This design comes from an exercise in tuning for small area on the open sky130 flow, not from production work. In this exercise RTL edits were held to simulation tests only and were not proved equivalent to the original. No activity file was given, so power comes from the tool's default toggle rates.

===== flow/standard.sh =====
#!/bin/bash
# synth_recipe.tcl (not shown) runs the flow's synth.tcl, then flattens the netlist and writes it again
# the make line also repeats each setting of config.mk as NAME=value (left out here)
make -C /OpenROAD-flow-scripts/flow DESIGN_CONFIG=/design/flow/config.mk WORK_HOME=/design/flow/orfs CLKGATE_MAP_FILE= SYNTH_SCRIPT=/design/flow/synth_recipe.tcl "${@:-finish}"

===== flow/config.mk =====
export PLATFORM = sky130hd
export DESIGN_NAME = calc_resp_engine
export DESIGN_NICKNAME = calc_resp_engine
export VERILOG_FILES = /design/flow/design.v
export SDC_FILE = /design/flow/constraint.sdc
export NUM_CORES = 4
export LEC_CHECK = 0
export CAP_MARGIN = 20
export CORE_MARGIN = 2
export CORE_UTILIZATION = 30
export SLEW_MARGIN = 20

===== flow/flow/run.sh =====
#!/bin/bash
# Own layout flow: the standard flow (standard.sh, synthesis included)
# with two changes: the port buffers use the smallest buffer cell, and the
# clock tree uses clkbuf_8 sink clusters of at most 16 sinks, without dummy
# loads. The full make output goes to flow_make.log here; ORFS writes each
# step's own log under orfs/logs.
set -euo pipefail
export BUFFER_PORTS_ARGS="-buffer_cell sky130_fd_sc_hd__buf_1"
export CTS_ARGS="-sink_clustering_enable -repair_clock_nets -dont_use_dummy_load -buf_list sky130_fd_sc_hd__clkbuf_8 -sink_clustering_size 16 -sink_clustering_max_diameter 70"
bash standard.sh > flow_make.log 2>&1

===== flow/design.v =====
package calc_pkg;
  localparam int DATA_W   = 32;
  localparam int IDX_W    = 4;
  localparam int TAG_W    = 2;
  localparam int CMD_W    = 4;
  localparam int RESP_W   = 2;
  localparam int SHAMT_W  = 5;
  localparam int NUM_REGS = 16;
  localparam logic [CMD_W-1:0] NOP   = 4'd0;
  localparam logic [CMD_W-1:0] ADD   = 4'd1;
  localparam logic [CMD_W-1:0] SUB   = 4'd2;
  localparam logic [CMD_W-1:0] SHL   = 4'd5;
  localparam logic [CMD_W-1:0] SHR   = 4'd6;
  localparam logic [CMD_W-1:0] STORE = 4'd9;
  localparam logic [CMD_W-1:0] FETCH = 4'd10;
  localparam logic [RESP_W-1:0] NONE = 2'd0;
  localparam logic [RESP_W-1:0] OK   = 2'd1;
  localparam logic [RESP_W-1:0] ERR  = 2'd2;
  localparam int OP_W = 3;
  localparam logic [OP_W-1:0] OP_NONE  = 3'd0;
  localparam logic [OP_W-1:0] OP_ADD   = 3'd1;
  localparam logic [OP_W-1:0] OP_SUB   = 3'd2;
  localparam logic [OP_W-1:0] OP_SHL   = 3'd3;
  localparam logic [OP_W-1:0] OP_SHR   = 3'd4;
  localparam logic [OP_W-1:0] OP_STORE = 3'd5;
  localparam logic [OP_W-1:0] OP_FETCH = 3'd6;
  localparam logic [OP_W-1:0] OP_ERR   = 3'd7;
  localparam int ENTRY_W = CMD_W + 3 * IDX_W + TAG_W + DATA_W;
endpackage
module calc_req_fifo (
  input  logic                           clk_i,
  input  logic                           rst_ni,
  input  logic                           en_i,
  input  logic [calc_pkg::CMD_W-1:0]     cmd_i,
  input  logic [calc_pkg::IDX_W-1:0]     d1_i,
  input  logic [calc_pkg::IDX_W-1:0]     d2_i,
  input  logic [calc_pkg::IDX_W-1:0]     r1_i,
  input  logic [calc_pkg::TAG_W-1:0]     tag_i,
  input  logic [calc_pkg::DATA_W-1:0]    data_i,
  output logic [calc_pkg::OP_W-1:0]      op_o,
  output logic [calc_pkg::NUM_REGS-1:0]  sel1_o,
  output logic [calc_pkg::NUM_REGS-1:0]  sel2_o,
  output logic [calc_pkg::IDX_W-1:0]     r1_o,
  output logic [calc_pkg::TAG_W-1:0]     tag_o,
  output logic [calc_pkg::DATA_W-1:0]    data_o
);
  logic [calc_pkg::OP_W-1:0] op_d;
  always_comb begin
    op_d = calc_pkg::OP_NONE;
    if (en_i) begin
      case (cmd_i)
        calc_pkg::NOP:   op_d = calc_pkg::OP_NONE;
        calc_pkg::ADD:   op_d = calc_pkg::OP_ADD;
        calc_pkg::SUB:   op_d = calc_pkg::OP_SUB;
        calc_pkg::SHL:   op_d = calc_pkg::OP_SHL;
        calc_pkg::SHR:   op_d = calc_pkg::OP_SHR;
        calc_pkg::STORE: op_d = calc_pkg::OP_STORE;
        calc_pkg::FETCH: op_d = calc_pkg::OP_FETCH;
        default:         op_d = calc_pkg::OP_ERR;
      endcase
    end
  end
  always_ff @(posedge clk_i or negedge rst_ni) begin
    if (!rst_ni) begin
      op_o <= calc_pkg::OP_NONE;
    end else begin
      op_o <= op_d;
    end
  end
  logic [calc_pkg::DATA_W-1:0] payload_d, payload_q;
  always_comb begin
    if (cmd_i == calc_pkg::STORE) begin
      payload_d = data_i;
    end else begin
      for (int i = 0; i < calc_pkg::NUM_REGS; i++) begin
        payload_d[calc_pkg::NUM_REGS+i] = (d1_i == calc_pkg::IDX_W'(i));
        payload_d[i]                    = (d2_i == calc_pkg::IDX_W'(i));
      end
    end
  end
  always_ff @(posedge clk_i) begin
    r1_o      <= r1_i;
    tag_o     <= tag_i;
    payload_q <= payload_d;
  end
  assign data_o = payload_q;
  assign sel1_o = payload_q[2*calc_pkg::NUM_REGS-1:calc_pkg::NUM_REGS];
  assign sel2_o = payload_q[calc_pkg::NUM_REGS-1:0];
endmodule
import calc_pkg::*;
module calc_resp_engine (
  input  logic              c_clk,
  input  logic              reset_n,
  input  logic [CMD_W-1:0]  req_cmd,
  input  logic [IDX_W-1:0]  req_d1,
  input  logic [IDX_W-1:0]  req_d2,
  input  logic [IDX_W-1:0]  req_r1,
  input  logic [TAG_W-1:0]  req_tag,
  input  logic [DATA_W-1:0] req_data,
  output logic              req_ready,
  output logic [RESP_W-1:0] out_resp,
  output logic [TAG_W-1:0]  out_tag,
  output logic [DATA_W-1:0] out_data
);
  logic [OP_W-1:0]   op;
  logic [IDX_W-1:0]  head_r1;
  logic [TAG_W-1:0]  head_tag;
  logic [DATA_W-1:0] head_data;
  logic              req_ready_q;
  logic [RESP_W-1:0] resp_q, resp_d;
  logic [TAG_W-1:0]  tag_q;
  logic [DATA_W-1:0] data_q;
  logic              fetch_q;
  logic [DATA_W-1:0]   regs_q [NUM_REGS];
  logic                clr;
  logic [NUM_REGS-1:0] sel_a, sel_b, we, ld;
  logic [DATA_W-1:0]   op_a, op_b, wr_val;
  logic                wr_en;
  calc_req_fifo u_fifo (
    .clk_i  (c_clk),
    .rst_ni (reset_n),
    .en_i   (req_ready_q),
    .cmd_i  (req_cmd),
    .d1_i   (req_d1),
    .d2_i   (req_d2),
    .r1_i   (req_r1),
    .tag_i  (req_tag),
    .data_i (req_data),
    .op_o   (op),
    .sel1_o (sel_a),
    .sel2_o (sel_b),
    .r1_o   (head_r1),
    .tag_o  (head_tag),
    .data_o (head_data)
  );
  always_comb begin
    logic [DATA_W-1:0] acc_a, acc_b;
    acc_a = '0;
    acc_b = '0;
    for (int i = 0; i < NUM_REGS; i++) begin
      acc_a = acc_a | (regs_q[i] & {DATA_W{sel_a[i]}});
      acc_b = acc_b | (regs_q[i] & {DATA_W{sel_b[i]}});
    end
    op_a = acc_a;
    op_b = acc_b;
  end
  logic              is_sub;
  logic [DATA_W:0]   sum;
  assign is_sub = (op == OP_SUB);
  logic [DATA_W-1:0] add_b, add_g, add_p, add_c;
  logic [DATA_W/4:0] grp_c;
  assign add_b = op_b ^ {DATA_W{is_sub}};
  assign add_g = op_a & add_b;
  assign add_p = op_a ^ add_b;
  always_comb begin
    grp_c[0] = is_sub;
    for (int k = 0; k < DATA_W/4; k++) begin
      grp_c[k+1] = add_g[4*k+3]
                 | (add_p[4*k+3] & add_g[4*k+2])
                 | (add_p[4*k+3] & add_p[4*k+2] & add_g[4*k+1])
                 | (add_p[4*k+3] & add_p[4*k+2] & add_p[4*k+1] & add_g[4*k])
                 | (add_p[4*k+3] & add_p[4*k+2] & add_p[4*k+1] & add_p[4*k] & grp_c[k]);
    end
  end
  always_comb begin
    for (int k = 0; k < DATA_W/4; k++) begin
      add_c[4*k]   = grp_c[k];
      add_c[4*k+1] = add_g[4*k]   | (add_p[4*k]   & grp_c[k]);
      add_c[4*k+2] = add_g[4*k+1] | (add_p[4*k+1] & add_g[4*k])
                   | (add_p[4*k+1] & add_p[4*k] & grp_c[k]);
      add_c[4*k+3] = add_g[4*k+2] | (add_p[4*k+2] & add_g[4*k+1])
                   | (add_p[4*k+2] & add_p[4*k+1] & add_g[4*k])
                   | (add_p[4*k+2] & add_p[4*k+1] & add_p[4*k] & grp_c[k]);
    end
  end
  assign sum = {grp_c[DATA_W/4], add_p ^ add_c};
  logic              is_shl;
  logic [DATA_W-1:0] sh_in, sh_out, sh_rev, a_rev;
  assign is_shl = (op == OP_SHL);
  always_comb begin
    for (int j = 0; j < DATA_W; j++) begin
      a_rev[j] = op_a[DATA_W-1-j];
    end
  end
  assign sh_in  = is_shl ? a_rev : op_a;
  assign sh_out = sh_in >> op_b[SHAMT_W-1:0];
  always_comb begin
    for (int j = 0; j < DATA_W; j++) begin
      sh_rev[j] = sh_out[DATA_W-1-j];
    end
  end
  always_comb begin
    resp_d = NONE;
    wr_en  = 1'b0;
    wr_val = '0;
    case (op)
      OP_ADD: begin
        resp_d = sum[DATA_W] ? ERR : OK;
        wr_en  = !sum[DATA_W];
        wr_val = sum[DATA_W-1:0];
      end
      OP_SUB: begin
        resp_d = sum[DATA_W] ? OK : ERR;
        wr_en  = sum[DATA_W];
        wr_val = sum[DATA_W-1:0];
      end
      OP_SHL: begin
        resp_d = OK;
        wr_en  = 1'b1;
        wr_val = sh_rev;
      end
      OP_SHR: begin
        resp_d = OK;
        wr_en  = 1'b1;
        wr_val = sh_out;
      end
      OP_STORE: begin
        resp_d = OK;
        wr_en  = 1'b1;
        wr_val = head_data;
      end
      OP_FETCH: resp_d = OK;
      OP_ERR:   resp_d = ERR;
      default:  resp_d = NONE;
    endcase
  end
  always_comb begin
    for (int i = 0; i < NUM_REGS; i++) begin
      we[i] = wr_en && (head_r1 == IDX_W'(i));
      ld[i] = we[i] || clr;
    end
  end
  assign clr = !req_ready_q;
  always_ff @(posedge c_clk or negedge reset_n) begin
    if (!reset_n) begin
      req_ready_q <= 1'b0;
      resp_q      <= NONE;
      fetch_q     <= 1'b0;
    end else begin
      req_ready_q <= 1'b1;
      resp_q      <= resp_d;
      fetch_q     <= (op == OP_FETCH);
    end
  end
  always_ff @(posedge c_clk) begin
    tag_q  <= head_tag;
    data_q <= op_a;
    for (int i = 0; i < NUM_REGS; i++) begin
      if (ld[i]) begin
        regs_q[i] <= wr_val;
      end
    end
  end
  assign req_ready = req_ready_q;
  assign out_resp  = resp_q;
  assign out_tag   = tag_q & {TAG_W{resp_q != NONE}};
  assign out_data  = data_q & {DATA_W{fetch_q}};
endmodule

===== flow/constraint.sdc =====
create_clock -name core_clock -period 10.0 [get_ports {c_clk}]
set_input_delay 2.0000 -clock core_clock [delete_from_list [all_inputs] [get_ports {c_clk}]]
set_output_delay 2.0000 -clock core_clock [all_outputs]
set_load 0.01 [all_outputs]

==> impl_metrics.csv, run 1 <==
group,metric,value,unit
status,status,"finished clean",
global_routing,top_usage_layer,"met2",
worst_setup_path,cpPeakStageDelay,0.86,ns
clock_network,postCtsSetupBuffers,0,
sta,drv_slew,0,
power,power_density,352,nW/um2
clock_network,cts-root-buf,"clkbuf_8",
clock_network,cts_buffer_depth,3,
global_routing,met1_usage,0.297,
synthesis,yosysWarnings,3,
floorplanning,initial_core_util,0.302,
sta,hold_violations,0,
worst_setup_path,path_buf_inv,1,
run,maxCapViolCount,0,
sta,grt_setup_unrepaired,"no",
global_routing,gr-total-overflow,0,
synthesis,synth_area,28200,um2
synthesis,syn_avg_cell_area,13.1,um2
sta,fin_crit,6.52,ns
floorplanning,num_io_pins,89,
global_routing,gr-usage-met3,0.0711,
place,port_buffers,88,
synthesis,synth-seq-area-share,0.603,
worst_setup_path,arrival,6.71,ns
drt,firstDrtPassIters,10,
worst_setup_path,required,10.19,ns
floorplanning,dieArea,96400,um2
global_routing,grt_pass1_vias,22094,
power,clock_power_share,0.108,
finish,layout_common_cells,"edfxtp_1 (512), a221oi_1 (242), a22o_1 (234)",
global_routing,met2_usage,0.345,
synthesis,synth_edf_count,512,
place,placed_cell_area,30300,um2
floorplanning,die_w,311,um
sta,final.period_utilization,0.652,
clock_network,worstSkewPairLatency,0.69,ns
place,hpwl,68800,um
drt,drt_iter0_markers,4365,
synthesis,synth.distinct_cells,70,
synthesis,ys_ff_latch,591,
drt,vias,22899,
worst_setup_path,cp-start-kind,"register",
synthesis,synth_flop_cell,"edfxtp_1",
synthesis,async_flop_share,0.0118,
worst_hold_path,hold_path_class,"reg2reg",
drt,drc,0,
power,seqPwrFrac,0.475,
sta,worst_clock_skew,0.0551,ns
finish,areaGrowthSynthToFinish,9.99,%
worst_setup_path,endpoint_kind,"register",
floorplanning,coreArea,93200,um2
clock_network,cts_sinks,591,
sta,report.final.setup_viol,0,
drt,wl_per_cell,33.2,um
power,switching_power,0.00465,W
global_routing,antenna_found_initial,3,
synthesis,syn_inst,2159,
finish,fillCellCount,9042,
power,sw_frac_of_total,0.426,
finish,final_common_cell,"edfxtp_1",
clock_network,cts_resized,0,
global_routing,grt_max_degree,65,
worst_setup_path,worstPathCellList,"buf_4 > a221oi_1 > nand3_1 > nor2_1 > xnor2_1 > ha_1 > and4_1 > a21o_1 > a311oi_4 > o32ai_4 > a41o_1 > or2_2 > fa_1 > a222oi_1 > o2111ai_1",
sta,setup_slack,3.48,ns
power,ir_worst_vdd,0.138,mV
global_routing,grt_pass1_wl,161000,um
global_routing,grt_usage,0.227,
drt,vias_per_cell,6.60,
floorplanning,die_y,311,um
sta,slew_headroom,0.220,
finish,design_area,31000,um2
clock_network,ctsHoldBuffers,0,
floorplanning,rows,112,
power,p_int,0.00625,W
clock_network,cts_tree,"yes",
sta,finalSetupTns,0,ns
finish,drive_above_1_share,0.103,
worst_setup_path,crit_family,"compound AO/OA/AOI/OAI gates",
finish,nNetsFinal,2305,
clock_network,cts_inserted_buffers,47,
synthesis,synth_nets,2250,
sta,tightestPinTransition,1.17,ns
drt,final_antenna_net_count,0,
place,pre_cts_slack,3.68,ns
power,combPwrFrac,0.417,
place,place_congestion,0.978,
worst_setup_path,cp_max_fo,22,
worst_setup_path,critPathKind,"reg2reg",
worst_setup_path,cp_slowest_cell,"nor2_1",
sta,timing.fmax,153,MHz
power,power_leakage,10.5,nW
drt,wirelength,115000,um
clock_network,clkTransAtPathRegs,0.10,ns
clock_network,cts_htree_levels,2,
Yosys cell counts, types with 31 or more instances:
library cell  number  area share
edfxtp_1         512        0.55
a221oi_1         242       0.075
a22o_1           234       0.073
clkbuf_1         129       0.017
nand2_1          117       0.016
a22oi_1           76       0.020
dfxtp_1           72       0.051
o21ai_0           57       0.010
nor2_1            56      0.0075
mux2i_1           52       0.018
xnor2_1           45       0.014
inv_1             41      0.0055
and2_1            39      0.0087
nand4_1           34      0.0075
a21oi_1           32      0.0057
ha_1              32       0.014
and4_1            31      0.0096
state kept, by name, indices dropped and copies added (netlist names):
name              cells
regs_q              512
resp_q                2
u_fifo.r1_o           4
data_q               32
u_fifo.payload_q     32
u_fifo.tag_o          2
tag_q                 2
fetch_q               1
req_ready_q           1
u_fifo.op_o           3
power by group through the flow:
stage | Clock, W | Sequential, W | Combinational [W]
2_1_floorplan | 0 | 0.00490 | 0.00260
3_3_place_gp | 0 | 0.00518 | 0.00424
3_5_place_dp | 0 | 0.00518 | 0.00429
4_1_cts | 0.00119 | 0.00513 | 0.00431
5_1_grt | 0.00128 | 0.00525 | 0.00476
6_report | 0.00117 | 0.00518 | 0.00455
worst paths after layout:
path,startpoint,end,slack (ns),depth (start not counted)
hold / removal,u_fifo.tag_o[0],tag_q[0],0.27,0
min in group asynchronous,reset_n,u_fifo.op_o[0],1.18,1
max in group asynchronous,reset_n,resp_q[1],8.50,1
setup reg to reg,u_fifo.payload_q[12],regs_q[13][28],3.48,15
setup / recovery,u_fifo.payload_q[12],regs_q[13][28],3.48,15
hold reg to reg,u_fifo.tag_o[0],tag_q[0],0.27,0
cell families (layout without fill, tap and decap cells):
| family | count (synthesis) | count (layout) | synth area share |
|---|---|---|---|
| flops | 591 | 591 | 0.603 |
| other cells | 1 | 4 | 0.000133 |
| xor+xnor | 54 | 54 | 0.0168 |
| simple gates | 369 | 369 | 0.0688 |
| fa+ha+maj | 39 | 39 | 0.0192 |
| compound gates | 818 | 818 | 0.235 |
| buf+inv | 210 | 263 | 0.0291 |
| mux | 77 | 77 | 0.0285 |
layout make-up:
cell class	count	area [um2]	share of cell area
Antenna cell	3	7.51	0.000242
Clock buffer	47	647	0.0209
Inverter	41	154	0.00496
Multi-Input combinational cell	1358	10600	0.342
Sequential cell	591	17000	0.549
Tap cell	1254	1570	0.0506
Timing Repair Buffer	175	983	0.0317
through the flow:
stage	total power, W	instances	utilization	hold slack [ns]
final	0.0109	3469	0.333	0.269
after global routing	0.0113	3466	0.333	0.268
after CTS	0.0106	3459	0.332	0.269
after detailed placement	0.00947	3412	0.325	0.315
after global placement	0.00942	3411	0.325	0.311
after floorplan	0.00749	2159	-	0.310
routing by layer:
metal	part of all wire	routed length (um)
met2	0.43	50100
met4	0.051	5860
met5	0	0
met1	0.37	42100
met3	0.15	17300
==> run 2: changes to the inputs <==
--- a/flow/config.mk
+++ b/flow/config.mk
@@ -8,4 +8,5 @@
 export CAP_MARGIN = 20
 export CORE_MARGIN = 2
-export CORE_UTILIZATION = 30
+export CORE_UTILIZATION = 50
+export PLACE_DENSITY = 0.75
 export SLEW_MARGIN = 20
==> run 2 against run 1 <==
Effect of this change:
- register-to-register slack better by 0.31 ns
- sequential power is essentially flat
- cell area shrank 2.4%
- largest power group unchanged
- highest routed layer unchanged
==> impl_metrics.csv, run 2 <==
group,metric,value,unit
sta,grt_setup_unrepaired,"no",
floorplanning,coreArea,56100,um2
place,pre_cts_slack,4.06,ns
floorplanning,die_y,241,um
drt,vias,23178,
clock_network,postCtsSetupBuffers,0,
drt,wirelength,110000,um
clock_network,cts_sinks,591,
synthesis,async_flop_share,0.0118,
sta,drv_slew,0,
power,power_density,358,nW/um2
global_routing,grt_pass1_wl,153000,um
worst_setup_path,critPathLaunch,"u_fifo.payload_q[23]",
sta,final.period_utilization,0.621,
synthesis,yosysWarnings,3,
clock_network,cts_htree_levels,2,
synthesis,synth_nets,2250,
floorplanning,initial_core_util,0.503,
worst_setup_path,reg2reg_depth,16,
synthesis,syn_inst,2159,
synthesis,synth_commonest_cells,"edfxtp_1 (512), a221oi_1 (242), a22o_1 (234)",
global_routing,antenna_found_initial,1,
floorplanning,die_w,241,um
clock_network,cts_inserted_buffers,45,
sta,worst_clock_skew,0.0880,ns
run,maxCapViolCount,0,
sta,tightestPinTransition,1.33,ns
clock_network,cts_tree,"yes",
finish,largest_reg_flops,512,
drt,drc,0,
drt,vias_per_cell,7.84,
worst_setup_path,reg2reg_to,"regs_q[12][24]",
worst_setup_path,critical_path_cell_count,16,
synthesis,syn_avg_cell_area,13.1,um2
sta,fin_crit,6.21,ns
synthesis,ys_top_cells_by_area,"edfxtp_1 (55%), a221oi_1 (7.5%), a22o_1 (7.3%)",
finish,top_regs,"regs_q x512, data_q x32, u_fifo.payload_q x32",
clock_network,cts-root-buf,"clkbuf_8",
clock_network,cts_resized,0,
drt,wl_per_cell,37.0,um
worst_setup_path,worstPathCellList,"a22oi_1 > nand2_1 > nor4_1 > inv_1 > ha_1 > a21oi_1 > o22ai_4 > a311oi_4 > o32ai_4 > a31oi_1 > inv_1 > fa_1 > a22oi_1 > o21ai_0 > a21oi_1 > nand3_1",
worst_setup_path,crit_family,"compound AO/OA/AOI/OAI gates",
global_routing,grt_max_degree,65,
synthesis,synth_area,28200,um2
global_routing,grt_usage,0.369,
worst_hold_path,hold_path_class,"reg2reg",
synthesis,ys_ff_latch,591,
worst_setup_path,arrival,6.40,ns
global_routing,grt_pass1_vias,22105,
worst_setup_path,required,10.19,ns
clock_network,worstSkewPairLatency,0.68,ns
place,place_congestion,1.06,
clock_network,ctsHoldBuffers,0,
synthesis,synth-seq-area-share,0.603,
sta,hold_violations,0,
power,ir_worst_vdd,0.133,mV
synthesis,netlist.area_leader.share,0.545,
sta,setup_slack,3.79,ns
power,power_leakage,10.5,nW
worst_setup_path,critPathKind,"reg2reg",
worst_setup_path,cp-endpoint,"regs_q[12][24]",
drt,final_antenna_net_count,0,
floorplanning,rows,87,
finish,areaGrowthSynthToFinish,7.39,%
worst_setup_path,cp_slowest_cell,"nor4_1",
drt,firstDrtPassIters,9,
clock_network,clkTransAtPathRegs,0.10,ns
global_routing,gr-total-overflow,0,
synthesis,yosys.area.top_type,"edfxtp_1",
worst_setup_path,endpoint_kind,"register",
sta,whs,0.335,ns
finish,nNetsFinal,2293,
worst_setup_path,path_buf_inv,2,
status,status,"finished clean",
finish,drive_above_1_share,0.0982,
worst_setup_path,cpPeakStageDelay,0.74,ns
synthesis,synth_flop_cell,"edfxtp_1",
worst_setup_path,reg2reg_from,"u_fifo.payload_q[23]",
sta,report.final.setup_viol,0,
worst_setup_path,cp-start-kind,"register",
synthesis,synth_edf_count,512,
place,port_buffers,88,
floorplanning,num_io_pins,89,
sta,slew_headroom,0.113,
floorplanning,dieArea,58300,um2
drt,drt_iter0_markers,5504,
place,hpwl,63800,um
clock_network,cts_buffer_depth,3,
finish,layout_common_cells,"edfxtp_1 (512), a221oi_1 (242), a22o_1 (234)",
worst_setup_path,r2r_slack,3.79,ns
worst_setup_path,cp_max_fo,33,
sta,timing.fmax,161,MHz
finish,final_common_cell,"edfxtp_1",
synthesis,synth_most_common_cell,"edfxtp_1",
finish,top_register,"regs_q",
synthesis,synth.distinct_cells,70,
sta,finalSetupTns,0,ns
## run 2: cell counts after synthesis
Identical to the previous run, type by type.
## run 2: kinds of logic after synthesis
kind of cell / synth area share
simple gates: 0.0688
flops: 0.603
fa+ha+maj: 0.0192
xor+xnor: 0.0168
mux: 0.0285
buf+inv: 0.0291
other cells: 0.000133
compound gates: 0.235
## run 2: area by class of cell
class	instances	area, um2
multi-input cells	1358	10600
repair buffers	165	901
inverters	41	154
fillers	4549	25800
well taps	756	946
flip-flops and latches	591	17000
diodes	1	2.50
clock buffers	45	619
## run 2: routing by layer
layer / vias up / GRT usage / wire length [um]
li1: 9044 / - / -
met1: 11071 / 0.481 / 38300
met2: 2436 / 0.533 / 45300
met3: 627 / 0.141 / 18700
met4: 0 / 0.197 / 7210
met5: - / 0 / 0
## run 2: how the worst min path moves through the flow
stage	startpoint	to	slack [ns]	depth (start not counted)
after floorplan	u_fifo.tag_o[0]	tag_q[0]	0.31	0
after global routing	u_fifo.tag_o[0]	tag_q[0]	0.35	0
after detailed placement	u_fifo.tag_o[1]	tag_q[1]	0.31	0
final	u_fifo.tag_o[1]	tag_q[1]	0.34	0
after global placement	u_fifo.tag_o[1]	tag_q[1]	0.32	0
after CTS	u_fifo.tag_o[1]	tag_q[1]	0.34	0
## run 2: metrics by stage
stage               power, W  area, um2  instances  utilization
floorplan            0.00749      28200       2159            -
global placement     0.00929      29600       2904        0.528
detailed placement   0.00938      29600       2905        0.528
CTS                   0.0105      30200       2950        0.539
global route          0.0112      30300       2957        0.540
finish                0.0108      30300       2957        0.540
## run 2: where the power goes
group          internal, W  switching (W)
clock network     0.000403       0.000734
logic              0.00134        0.00317
registers          0.00447       0.000737
==> run 3: changes to the inputs <==
--- a/flow/config.mk
+++ b/flow/config.mk
@@ -8,5 +8,5 @@
 export CAP_MARGIN = 20
 export CORE_MARGIN = 2
-export CORE_UTILIZATION = 50
-export PLACE_DENSITY = 0.75
+export CORE_UTILIZATION = 70
+export PLACE_DENSITY = 0.85
 export SLEW_MARGIN = 20
==> run 3 against run 2 <==
Effect of this change:
- still clean
- synthesized cell count stayed put
- cell count is 7.8% lower
- area after synthesis stayed put
- sequential share of layout area is 0.53 points higher
- first-iteration DRC count is 0.47% higher
==> impl_metrics.csv, run 3 <==
group,metric,value,unit
power,ir_worst_vdd,0.231,mV
synthesis,synth_commonest_cells,"edfxtp_1 (512), a221oi_1 (242), a22o_1 (234)",
finish,final_common_cell,"edfxtp_1",
global_routing,gr-total-overflow,0,
sta,hold_violations,0,
run,maxCapViolCount,0,
synthesis,synth_area,28200,um2
sta,final.period_utilization,0.621,
status,status,"finished clean",
synthesis,yosysWarnings,3,
drt,drc,0,
global_routing,antenna_found_initial,1,
drt,final_antenna_net_count,0,
place,hpwl,63400,um
floorplanning,dieArea,41900,um2
global_routing,grt_pass1_vias,22959,
clock_network,cts_buffer_depth,3,
synthesis,async_flop_share,0.0118,
synthesis,synth_edf_count,512,
worst_setup_path,cp_slowest_cell,"nor4_1",
drt,firstDrtPassIters,9,
drt,vias,23952,
floorplanning,rows,73,
global_routing,grt_usage,0.511,
finish,largest_reg_flops,512,
place,place_congestion,1.08,
synthesis,syn_avg_cell_area,13.1,um2
drt,wl_per_cell,39.5,um
worst_setup_path,cpMostUsedCell,"inv_1",
synthesis,syn_inst,2159,
sta,worst_clock_skew,0.0739,ns
synthesis,netlist.area_leader.share,0.545,
clock_network,cts_htree_levels,2,
sta,slew_headroom,0.164,
worst_setup_path,crit_family,"compound AO/OA/AOI/OAI gates",
worst_setup_path,worstPathCellList,"buf_4 > a22oi_1 > nand2_1 > nor4_1 > inv_1 > ha_1 > a21oi_1 > o22ai_4 > a311oi_4 > o32ai_4 > a31oi_1 > inv_1 > fa_1 > xor2_1 > a222oi_1 > nand3_1",
place,port_buffers,88,
finish,seqCellArea,17000,um2
floorplanning,die_y,205,um
sta,grt_setup_unrepaired,"no",
power,power_density,364,nW/um2
sta,whs,0.340,ns
finish,top_regs,"regs_q x512, data_q x32, u_fifo.payload_q x32",
sta,finalSetupTns,0,ns
place,placed_cell_area,29300,um2
finish,final_cells,2725,
finish,layout_common_cells,"edfxtp_1 (512), a221oi_1 (242), a22o_1 (234)",
clock_network,cts_sinks,591,
synthesis,synth.distinct_cells,70,
synthesis,synth_flop_cell,"edfxtp_1",
global_routing,grt_max_degree,65,
finish,drive_above_1_share,0.0987,
worst_setup_path,required,10.21,ns
finish,multi_input_area,10600,um2
clock_network,cts_tree,"yes",
global_routing,grt_pass1_wl,152000,um
floorplanning,num_io_pins,89,
clock_network,postCtsSetupBuffers,0,
synthesis,ys_ff_latch,591,
sta,tightestPinTransition,1.25,ns
clock_network,cts-root-buf,"clkbuf_8",
clock_network,cts_resized,0,
worst_setup_path,cp_max_fo,20,
clock_network,clkTransAtPathRegs,0.10,ns
worst_hold_path,hold_path_class,"reg2reg",
synthesis,yosys.area.top_type,"edfxtp_1",
floorplanning,die_w,205,um
worst_setup_path,cpPeakStageDelay,0.78,ns
drt,drt_iter0_markers,5530,
power,power_leakage,10.5,nW
floorplanning,coreArea,39700,um2
finish,design_area,30000,um2
worst_setup_path,endpoint_kind,"register",
sta,timing.fmax,161,MHz
drt,vias_per_cell,8.79,
synthesis,ys_top_cells_by_area,"edfxtp_1 (55%), a221oi_1 (7.5%), a22o_1 (7.3%)",
synthesis,synth_nets,2250,
worst_setup_path,path_buf_inv,3,
finish,top_register,"regs_q",
sta,drv_slew,0,
finish,fillCellCount,2472,
worst_setup_path,critPathKind,"reg2reg",
clock_network,worstSkewPairLatency,0.69,ns
clock_network,cts_inserted_buffers,43,
finish,areaGrowthSynthToFinish,6.38,%
synthesis,synth_most_common_cell,"edfxtp_1",
sta,report.final.setup_viol,0,
worst_setup_path,arrival,6.42,ns
floorplanning,initial_core_util,0.709,
drt,wirelength,108000,um
sta,fin_crit,6.21,ns
worst_setup_path,cp-start-kind,"register",
synthesis,synth-seq-area-share,0.603,
clock_network,ctsHoldBuffers,0,
finish,nNetsFinal,2292,
place,dp_cells,2672,
-- run 3: stage by stage --
step                       util  setup WS, ns  power (W)
final                     0.755          3.79     0.0109
after global routing      0.755          3.71     0.0111
after CTS                 0.752          4.07     0.0104
after detailed placement  0.737          4.08    0.00935
after global placement    0.737          4.32    0.00921
after floorplan               -          3.44    0.00749
-- run 3: worst paths after layout --
kind / startpoint / slack [ns] / to / cells after the start
max: u_fifo.payload_q[29] / 3.79 / regs_q[15][25] / 16
min: u_fifo.tag_o[1] / 0.34 / tag_q[1] / 0
max reg2reg: u_fifo.payload_q[29] / 3.79 / regs_q[15][25] / 16
min reg2reg: u_fifo.tag_o[1] / 0.34 / tag_q[1] / 0
max in group asynchronous: reset_n / 8.50 / resp_q[0] / 1
min in group asynchronous: reset_n / 1.24 / req_ready_q / 1
-- run 3: worst reg2reg max path: cells and delay by family (launching register included) --
family                     cells  cell delay [ns]
AOI/OAI and AO/OA              7             2.14
xor gates and xnor gates       1             0.15
adders and majority gates      2             0.73
buffers and inverters          3             0.79
DFF                            1             0.49
and+or+nand+nor                3             1.48
-- run 3: cells by family after synthesis --
kind of cell / after synthesis / share of synthesized area
compound gates: 818 / 0.235
xor+xnor: 54 / 0.0168
fa+ha+maj: 39 / 0.0192
buf+inv: 210 / 0.0291
flops: 591 / 0.603
mux: 77 / 0.0285
other cells: 1 / 0.000133
simple gates: 369 / 0.0688
-- run 3: report_power, final --
part,total (W),internal [W],switching [W]
registers,0.00523,0.00447,0.000762
clock network,0.00112,0.000386,0.000730
logic,0.00457,0.00135,0.00322
-- run 3: cell type report --
type,count,share of cell area
flip-flops and latches,591,0.568
well taps,525,0.0219
repair buffers,166,0.0305
inverters,41,0.00513
multi-input cells,1358,0.355
diodes,1,0.0000834
clock buffers,43,0.0197
-- run 3: metal layers --
metal / GRT usage / routed length [um] / vias to the layer above
li1: - / - / 9039
met1: 0.642 / 33600 / 11072
met2: 0.716 / 44000 / 2974
met3: 0.247 / 21500 / 863
met4: 0.302 / 8380 / 4
met5: 0.0214 / 148 / -
==> run 4: changes to the inputs <==
==> flow/flow/run.sh (replaced) <==
#!/bin/bash
# Own layout flow: the standard flow (standard.sh, synthesis included)
# with two changes: the port buffers use the smallest buffer cell, and the
# clock tree uses clkbuf_4 sink clusters of at most 10 sinks, without dummy
# loads. The full make output goes to flow_make.log here; ORFS writes each
# step's own log under orfs/logs.
set -euo pipefail
export BUFFER_PORTS_ARGS="-buffer_cell sky130_fd_sc_hd__buf_1"
export CTS_ARGS="-sink_clustering_enable -repair_clock_nets -dont_use_dummy_load -buf_list sky130_fd_sc_hd__clkbuf_4 -sink_clustering_size 10 -sink_clustering_max_diameter 50"
bash standard.sh > flow_make.log 2>&1
--- a/flow/config.mk
+++ b/flow/config.mk
@@ -8,5 +8,5 @@
 export CAP_MARGIN = 20
 export CORE_MARGIN = 2
-export CORE_UTILIZATION = 70
-export PLACE_DENSITY = 0.85
+export CORE_UTILIZATION = 50
+export PLACE_DENSITY = 0.75
 export SLEW_MARGIN = 20
==> run 4 against run 3 <==
Effect of this change:
- non-clock buffer count stayed put
- clock-buffer cell count grew 31
- via count down 2.1%
- synthesized cell count is the same
- hold slack lost 0.0032 ns
- critical path depth is 1 higher
- worst setup slack worse by 0.025 ns
- critical path type unchanged
- highest routed layer unchanged
==> impl_metrics.csv, run 4 <==
group,metric,value,unit
drt,final_antenna_net_count,0,
run,maxCapViolCount,0,
clock_network,ctsHoldBuffers,0,
worst_setup_path,critPathKind,"reg2reg",
clock_network,cts_htree_levels,3,
global_routing,gr-total-overflow,0,
synthesis,yosys-mux-area-fraction,0.0285,
power,ir_worst_vdd,0.121,mV
floorplanning,coreArea,56100,um2
drt,vias_per_cell,7.85,
synthesis,synth_most_common_cell,"edfxtp_1",
sta,whs,0.337,ns
synthesis,yosys.area_share.simple,0.0688,
synthesis,async_flop_share,0.0118,
power,combPwrFrac,0.417,
sta,drv_slew,0,
worst_setup_path,reg2reg_depth,17,
sta,worst_clock_skew,0.0937,ns
global_routing,grt_usage,0.372,
drt,vias,23443,
place,hpwl,63800,um
worst_setup_path,reg2reg_to,"regs_q[14][24]",
synthesis,synthXorXnorAreaFrac,0.0168,
clock_network,postCtsSetupBuffers,0,
drt,firstDrtPassIters,10,
finish,top_regs,"regs_q x512, data_q x32, u_fifo.payload_q x32",
clock_network,clkTransAtPathRegs,0.11,ns
worst_setup_path,endpoint_kind,"register",
worst_setup_path,reg2reg_from,"u_fifo.payload_q[21]",
worst_setup_path,worstPathCellList,"buf_4 > a22oi_1 > nand2_1 > nor4_1 > inv_1 > ha_1 > a21oi_1 > o22ai_4 > a311oi_4 > o32ai_4 > a31oi_1 > inv_1 > fa_1 > a22oi_1 > o21ai_0 > a21oi_1 > nand3_1",
synthesis,synth_flop_cell,"edfxtp_1",
synthesis,synth_top_family_by_area,"compound AO/OA/AOI/OAI gates",
synthesis,synth.distinct_cells,70,
floorplanning,die_w,241,um
worst_setup_path,cpPeakStageDelay,0.78,ns
synthesis,synth_edf_count,512,
place,place_congestion,1.06,
floorplanning,num_io_pins,89,
power,clock_power_share,0.103,
synthesis,yosysWarnings,3,
place,pre_cts_slack,4.06,ns
worst_hold_path,whs_endpoint,"tag_q[1]",
clock_network,cts_tree,"yes",
sta,slew_headroom,0.134,
synthesis,ys_top_cells_by_area,"edfxtp_1 (55%), a221oi_1 (7.5%), a22o_1 (7.3%)",
clock_network,cts_inserted_buffers,74,
drt,wl_per_cell,36.8,um
worst_hold_path,worstHoldStart,"u_fifo.tag_o[1]",
sta,grt_setup_unrepaired,"no",
worst_hold_path,min_path_cells,0,
synthesis,netlist.area_leader.share,0.545,
power,switching_power,0.00467,W
power,power_density,358,nW/um2
floorplanning,die_y,241,um
synthesis,syn_inst,2159,
worst_setup_path,cp_max_fo,18,
global_routing,antenna_found_initial,2,
sta,setup_slack,3.76,ns
sta,fin_crit,6.24,ns
floorplanning,initial_core_util,0.503,
finish,top_register,"regs_q",
floorplanning,rows,87,
finish,layout_common_cells,"edfxtp_1 (512), a221oi_1 (242), a22o_1 (234)",
synthesis,synth_nets,2250,
worst_setup_path,required,10.39,ns
clock_network,cts-root-buf,"clkbuf_4",
sta,tightestPinTransition,1.30,ns
worst_setup_path,cp-start-kind,"register",
finish,nNetsFinal,2323,
clock_network,cts_buffer_depth,3,
sta,final.period_utilization,0.624,
status,status,"finished clean",
global_routing,grt_pass1_wl,154000,um
worst_setup_path,cp_slowest_cell,"nor4_1",
finish,drive_above_1_share,0.110,
sta,timing.fmax,160,MHz
sta,report.final.setup_viol,0,
sta,finalSetupTns,0,ns
finish,final_common_cell,"edfxtp_1",
worst_setup_path,r2r_slack,3.76,ns
synthesis,yosys.area.top_type,"edfxtp_1",
worst_setup_path,arrival,6.63,ns
power,power_leakage,10.5,nW
power,seqPwrFrac,0.481,
global_routing,grt_pass1_vias,22376,
clock_network,cts_sinks,591,
drt,wirelength,110000,um
synthesis,yosys.area_share.adder,0.0192,
finish,largest_reg_flops,512,
power,p_int,0.00614,W
synthesis,synth_commonest_cells,"edfxtp_1 (512), a221oi_1 (242), a22o_1 (234)",
synthesis,ys_ff_latch,591,
floorplanning,dieArea,58300,um2
synthesis,synth-seq-area-share,0.603,
place,port_buffers,88,
sta,hold_violations,0,
drt,drc,0,
clock_network,cts_resized,0,
synthesis,synth_compound_area_frac,0.235,
power,sw_frac_of_total,0.432,
finish,areaGrowthSynthToFinish,7.25,%
global_routing,grt_max_degree,65,
drt,drt_iter0_markers,5102,
synthesis,synth_area,28200,um2
clock_network,worstSkewPairLatency,0.91,ns
synthesis,syn_avg_cell_area,13.1,um2
worst_hold_path,hold_path_class,"reg2reg",
-- run 4: cells by family after synthesis --
group,count (synthesis)
compound gates,818
buf+inv,210
fa+ha+maj,39
xor+xnor,54
other cells,1
mux,77
simple gates,369
flops,591
-- run 4: final cells by class --
class                      instances  area (um2)
clock buffer                      74         556
fill                            4584       25800
multi-input combinational       1358       10600
sequential                       591       17000
inverter                          41         154
timing repair buffer             166         923
tap                              756         946
antenna                            2        5.00
-- run 4: worst max-delay path: cells and delay by family, from the launching register on --
kind | cells | cell delay (ns)
fa+ha+maj | 2 | 0.78
buf+inv | 3 | 0.80
compound gates | 9 | 2.22
flops | 1 | 0.53
simple gates | 3 | 1.40
-- run 4: worst max path at each step --
stage                           to  slack (ns)                 start
floorplan            regs_q[12][0]        3.44          regs_q[6][2]
finish              regs_q[14][24]        3.76  u_fifo.payload_q[21]
global route         regs_q[0][24]        3.59  u_fifo.payload_q[21]
detailed placement  regs_q[15][29]        4.06  u_fifo.payload_q[21]
CTS                  regs_q[9][29]        4.02  u_fifo.payload_q[21]
global placement    regs_q[10][20]        4.12  u_fifo.payload_q[21]
-- run 4: power by group through the flow --
stage	sequential, W	combinational (W)	clock [W]
after detailed placement	0.00518	0.00420	0
after global routing	0.00525	0.00468	0.00122
after global placement	0.00514	0.00415	0
after CTS	0.00513	0.00422	0.00112
after floorplan	0.00490	0.00260	0
final	0.00520	0.00451	0.00111
-- run 4: metrics by stage --
stage / area (um2) / total power [W] / std cells / util
final: 30200 / 0.0108 / 2988 / 0.539
after global routing: 30200 / 0.0111 / 2987 / 0.539
after CTS: 30200 / 0.0105 / 2979 / 0.538
after detailed placement: 29600 / 0.00938 / 2905 / 0.528
after global placement: 29600 / 0.00929 / 2904 / 0.528
after floorplan: 28200 / 0.00749 / 2159 / -
-- run 4: per-layer routing --
| layer | part of all wire | vias to the layer above | track usage |
|---|---|---|---|
| li1 | - | 9123 | - |
| met1 | 0.35 | 11208 | 0.478 |
| met2 | 0.41 | 2461 | 0.527 |
| met3 | 0.18 | 647 | 0.157 |
| met4 | 0.067 | 4 | 0.212 |
| met5 | 0.00029 | - | 0.00253 |

[afterwards: timing with drivers on the ports]
In the flow no input, the clock included, has a driving cell. The finished layouts below were timed again as built, in two steps. Step 1 assumes that a clkbuf_16 drives the clock port and a buf_2 every other input. Step 2 moves the port delays by t, midway between the first and last clock arrival at a register: inputs arrive t later, outputs are due t later. That takes back most of the time a late clock gives input paths. a / b / c = no drivers / after step 1 / after step 2; a / b = the first two.
run | t, ns | setup slack, ns | latest minus earliest clock arrival (ns) | worst register clock-pin slew, ns
run 1 | 0.712 | 3.479 / 3.479 / 3.479 | 0.056 / 0.055 | 0.11 / 0.11
run 2 | 0.689 | 3.786 / 3.786 / 3.786 | 0.088 / 0.088 | 0.11 / 0.11
run 3 | 0.708 | 3.787 / 3.787 / 3.787 | 0.074 / 0.074 | 0.11 / 0.11
run 4 | 0.926 | 3.762 / 3.762 / 3.762 | 0.094 / 0.094 | 0.12 / 0.12
After both steps every run listed still meets setup and hold.
